This design comes from an exercise in tuning for small area on the open sky130 flow, not from production work. At most, simulation tests tie the RTL to the original design; equivalence was not proved. Power figures rest on the tool's default switching activity, not on a simulated workload.

## framebuffer_center_or_nn_scale_addr_top
module framebuffer_center_or_nn_scale_addr_top #(
    parameter int unsigned MAX_CANVAS_DIM = 1024
) (
    input  logic        clk,
    input  logic        rst_n,
    input  logic        psel,
    input  logic        penable,
    input  logic        pwrite,
    input  logic [4:0]  paddr,
    input  logic [31:0] pwdata,
    output logic [31:0] prdata,
    output logic        pready,
    input  logic        req_valid,
    output logic        req_ready,
    input  logic        buffer_select,
    output logic        rsp_valid,
    input  logic        rsp_ready,
    output logic        status,
    output logic [19:0] source_index,
    output logic [19:0] dest_index,
    output logic        frame_last,
    output logic [31:0] control_word
);
Settings: LEC_CHECK=0, CAP_MARGIN=20, CORE_MARGIN=2, CORE_UTILIZATION=60, SLEW_MARGIN=20; clock period 10.0 ns.
standard.sh (not shown) runs the stock make flow with config.mk's settings and CLKGATE_MAP_FILE= SYNTH_SCRIPT=/design/flow/synth_recipe.tcl, a recipe that flattens the netlist after the stock synthesis.
==> flow/flow/run.sh <==
#!/bin/bash
# The standard layout (standard.sh), with two changes to how it is made:
#  - the port buffers use the smallest buffer cell, sky130_fd_sc_hd__buf_1;
#  - clock tree synthesis inserts no dummy loads.
# Everything else, including synthesis, is the standard flow unchanged.
set -o pipefail
export BUFFER_PORTS_ARGS="-buffer_cell sky130_fd_sc_hd__buf_1"
export CTS_ARGS="-sink_clustering_enable -repair_clock_nets -sink_clustering_size 16 -sink_clustering_max_diameter 80 -buf_list sky130_fd_sc_hd__clkbuf_8 -dont_use_dummy_load"
bash standard.sh > standard.log 2>&1
status=$?
tail -20 standard.log
exit $status
Change:
--- a/flow/design.v
+++ b/flow/design.v
@@ -134,35 +134,38 @@
             3'd1:    prdata = {29'b0, mode_reg};
             3'd2:    prdata = {31'b0, pal_reg};
             3'd3:    prdata = {22'b0, w};
             3'd4:    prdata = {22'b0, h};
             default: prdata = 32'b0;
         endcase
     end
     logic [9:0]  rw, rl;
     logic [18:0] fsize;
-    logic [24:0] mc, mr;     
+    logic [24:0] mc, mr;
+    logic [2:0]  eff;
+    always_ff @(posedge clk)
+        eff <= eff_old;     
     logic        c2x, r2x;
-    assign c2x = (eff_old == 3'd1) || (eff_old == 3'd7);     
-    assign r2x = (eff_old != 3'd0) && (eff_old != 3'd2);     
+    assign c2x = (eff == 3'd1) || (eff == 3'd7);     
+    assign r2x = (eff != 3'd0) && (eff != 3'd2);     
     always_comb
     begin
-        case (eff_old)
+        case (eff)
             3'd0:    begin rw = 10'd320; rl = 10'd240; fsize = 19'd76800;  end
             3'd1:    begin rw = 10'd640; rl = 10'd480; fsize = 19'd307200; end
             3'd2:    begin rw = 10'd352; rl = 10'd288; fsize = 19'd101376; end
             3'd3:    begin rw = 10'd720; rl = 10'd480; fsize = 19'd345600; end
             3'd4:    begin rw = 10'd720; rl = 10'd576; fsize = 19'd414720; end
             3'd5:    begin rw = 10'd720; rl = 10'd480; fsize = 19'd345600; end
             3'd6:    begin rw = 10'd720; rl = 10'd576; fsize = 19'd414720; end
             default: begin rw = 10'd640; rl = 10'd480; fsize = 19'd307200; end
         endcase
-        case (eff_old)
+        case (eff)
             3'd0:    begin mc = 25'd13421773; mr = 25'd17895698; end
             3'd1:    begin mc = 25'd13421773; mr = 25'd17895698; end
             3'd2:    begin mc = 25'd12201612; mr = 25'd14913081; end
             3'd3:    begin mc = 25'd5965233;  mr = 25'd17895698; end
             3'd4:    begin mc = 25'd5965233;  mr = 25'd14913081; end
             3'd5:    begin mc = 25'd5965233;  mr = 25'd17895698; end
             3'd6:    begin mc = 25'd5965233;  mr = 25'd14913081; end
             default: begin mc = 25'd13421773; mr = 25'd17895698; end
         endcase
@@ -179,30 +182,30 @@
     assign dyw    = {!dys[10], dys[9:0]};
     always_ff @(posedge clk)
         fits <= !dxw[10] && !dyw[10];
     assign reject = !en_reg || (w[9:1] == 9'd0) || (h[9:1] == 9'd0);
     assign ncol   = fits ? w : rw;
     assign nrow   = fits ? h : rl;
     assign dx_eff = fits ? dxw[9:0] : 10'd0;
     assign xo_eff = fits ? dxw[9:1] : 9'd0;
     assign yo_eff = fits ? dyw[9:1] : 9'd0;
-    localparam logic [3:0] S_IDLE = 4'b0000;    
-    localparam logic [3:0] S_HOLD = 4'b0001;    
-    localparam logic [3:0] S_CADV = 4'b0100;    
-    localparam logic [3:0] S_RADV = 4'b0110;    
-    localparam logic [3:0] S_RL   = 4'b1000;    
-    localparam logic [3:0] S_GC   = 4'b1100;    
-    localparam logic [3:0] S_GR   = 4'b1101;    
-    localparam logic [3:0] S_AI   = 4'b0111;    
-    localparam logic [3:0] S_RL0  = 4'b1001;    
-    localparam logic [3:0] S_SK   = 4'b1010;   
-    localparam logic [3:0] S_ODD  = 4'b1011;    
-    localparam logic [3:0] S_FC   = 4'b0010;   
+    localparam logic [3:0] S_IDLE = 4'd0;    
+    localparam logic [3:0] S_HOLD = 4'd1;    
+    localparam logic [3:0] S_CADV = 4'd2;    
+    localparam logic [3:0] S_RADV = 4'd3;    
+    localparam logic [3:0] S_RL   = 4'd4;    
+    localparam logic [3:0] S_GC   = 4'd5;    
+    localparam logic [3:0] S_GR   = 4'd6;    
+    localparam logic [3:0] S_AI   = 4'd7;    
+    localparam logic [3:0] S_RL0  = 4'd8;    
+    localparam logic [3:0] S_SK   = 4'd11;   
+    localparam logic [3:0] S_ODD  = 4'd9;    
+    localparam logic [3:0] S_FC   = 4'd10;   
     logic [3:0]  st;
     logic        in_frame;
     logic        vld;
     logic        lat;
     logic [9:0]  col, row;
     logic [5:0]  k;
     logic [17:0] cstep;
     logic [18:0] rstep;
     logic [25:0] cacc;
@@ -462,19 +465,19 @@
             S_RL:
             begin
                 if (!rl_hit)
                     rbase <= r_sum;
                 else if (cy)
                     rbase <= r_sum;
             end
             S_GC:
             begin
-                if (k == 6'd0)
+                if (k == 6'd1)
                 begin
                     row <= {2'b0, yo_eff[8:1]};
                     dst <= {1'b0, lat ? fsize : 19'd0} | {11'b0, xo_eff};
                 end
                 cstep <= {gbit, cstep[17:1]};
                 rbase <= k_gc_end ? 20'd0 : {1'b0, r_sum[19:1]};
             end
             S_GR:
             begin
What happened:
- The new run went through all stages and came out clean
- wire length goes down by 1.8%
- area after synthesis came out higher by 2.8%
- power goes up by 4.1%
- first-iteration DRC count grows by 10%
- global-route usage fell by 0.78 points
- final area rises by 2.2%
- cell count grows by 2.1%
- sequential share of layout area is lower by 0.57 points
- flip-flop and latch count increases by 3
- critical path depth rises by 5
- sequential power came out higher by about 7%
The RTL of the second run of this note was laid out without a check of its function.


Setup of amber:
framebuffer_center_or_nn_scale_addr_top, a different RTL version from the one above (not shown whole).
Size: about 210 flip-flops, roughly 150 I/O pins.
Settings: LEC_CHECK=0, CAP_MARGIN=20, CORE_MARGIN=2, CORE_UTILIZATION=60, SLEW_MARGIN=20; clock period 10.0 ns.
Scripts as last shown in full above: flow/flow/run.sh
For fjord, these inputs were changed with respect to amber:
-- flow/design.v --
<<< amber, line 178
    assign dxw    = {!dxs[10], dxs[9:0]};
    assign dyw    = {!dys[10], dys[9:0]};
    assign fits   = !dxw[10] && !dyw[10];
    assign reject = !en_reg || (w[9:1] == 9'd0) || (h[9:1] == 9'd0);
    assign ncol   = fits ? w : rw;
>>> fjord, line 178
    assign dxw    = {!dxs[10], dxs[9:0]};
    assign dyw    = {!dys[10], dys[9:0]};
    always_ff @(posedge clk)
        fits <= !dxw[10] && !dyw[10];
    assign reject = !en_reg || (w[9:1] == 9'd0) || (h[9:1] == 9'd0);
    assign ncol   = fits ? w : rw;
<<< amber, line 417
                        lat   <= buffer_select;
                        rbase <= 20'd0;
                        row   <= {2'b0, yo_eff[8:1]};
                        dst   <= {1'b0, buffer_select ? fsize : 19'd0} | {11'b0, xo_eff};
                    end
                end
>>> fjord, line 418
                        lat   <= buffer_select;
                        rbase <= 20'd0;
                    end
                end
<<< amber, line 470
            S_GC:
            begin
                cstep <= {gbit, cstep[17:1]};
                rbase <= k_gc_end ? 20'd0 : {1'b0, r_sum[19:1]};
>>> fjord, line 469
            S_GC:
            begin
                if (k == 6'd0)
                begin
                    row <= {2'b0, yo_eff[8:1]};
                    dst <= {1'b0, lat ? fsize : 19'd0} | {11'b0, xo_eff};
                end
                cstep <= {gbit, cstep[17:1]};
                rbase <= k_gc_end ? 20'd0 : {1'b0, r_sum[19:1]};
Notes after the runs:
- Both conditions hold for fjord: the flow ran to the end and the final layout passed the timing, design-rule and antenna checks.
- amber and fjord ended up with nearly the same period utilization.
- Between amber and fjord, the difference in portion of the layout cell area used by clock cells is negligible.
- As far as setup violation total in the final timing report goes, fjord and amber are indistinguishable; the numbers are identical.
- fjord vs. amber: sequential share of layout area shows an increase of 0.66 points; area of all placed cells without fillers moved down; combinational group share of total power moved up; combinational power grew by about 200%.
- For the fraction of power spent switching nets, fjord came in 9.5 points higher than amber did.
- fjord ended with less compound-cell area share of the yosys netlist than amber.
- amber → fjord: overall power after layout saw an increase, utilization saw a decrease, sequential cell count of the final layout saw an increase.
- fjord: total half-perimeter wirelength after legalization and detailed placement higher than amber
- On wire length: fjord sits above amber.

afterwards: timing with drivers on the ports:
Ports are ideal in the flow. The routed layouts listed here were re-timed in OpenROAD.
Step 1: set_driving_cell puts a clkbuf_16 on clk and a buf_2 on each other input, an assumption about the parent block.
Step 2 moves the port delays by t, midway between the first and last clock arrival at a register: inputs arrive t later, outputs are due t later. That takes back most of the time a late clock gives input paths.
a / b / c = no drivers / after step 1 / after step 2; a / b = the first two.
run	shift t [ns]	setup slack, ns	worst data-port slew with drivers (ns)	pins driven straight from the clock port
the first run of note 1	0.552	0.325 / 0.284 / 0.836	0.04	1
the second run of note 1	0.550	0.524 / 0.481 / 1.031	0.04	1
amber	0.551	0.445 / 0.401 / 0.507	0.04	1
fjord	0.557	0.442 / 0.398 / 0.955	0.04	1
After both steps every run listed still meets setup and hold.
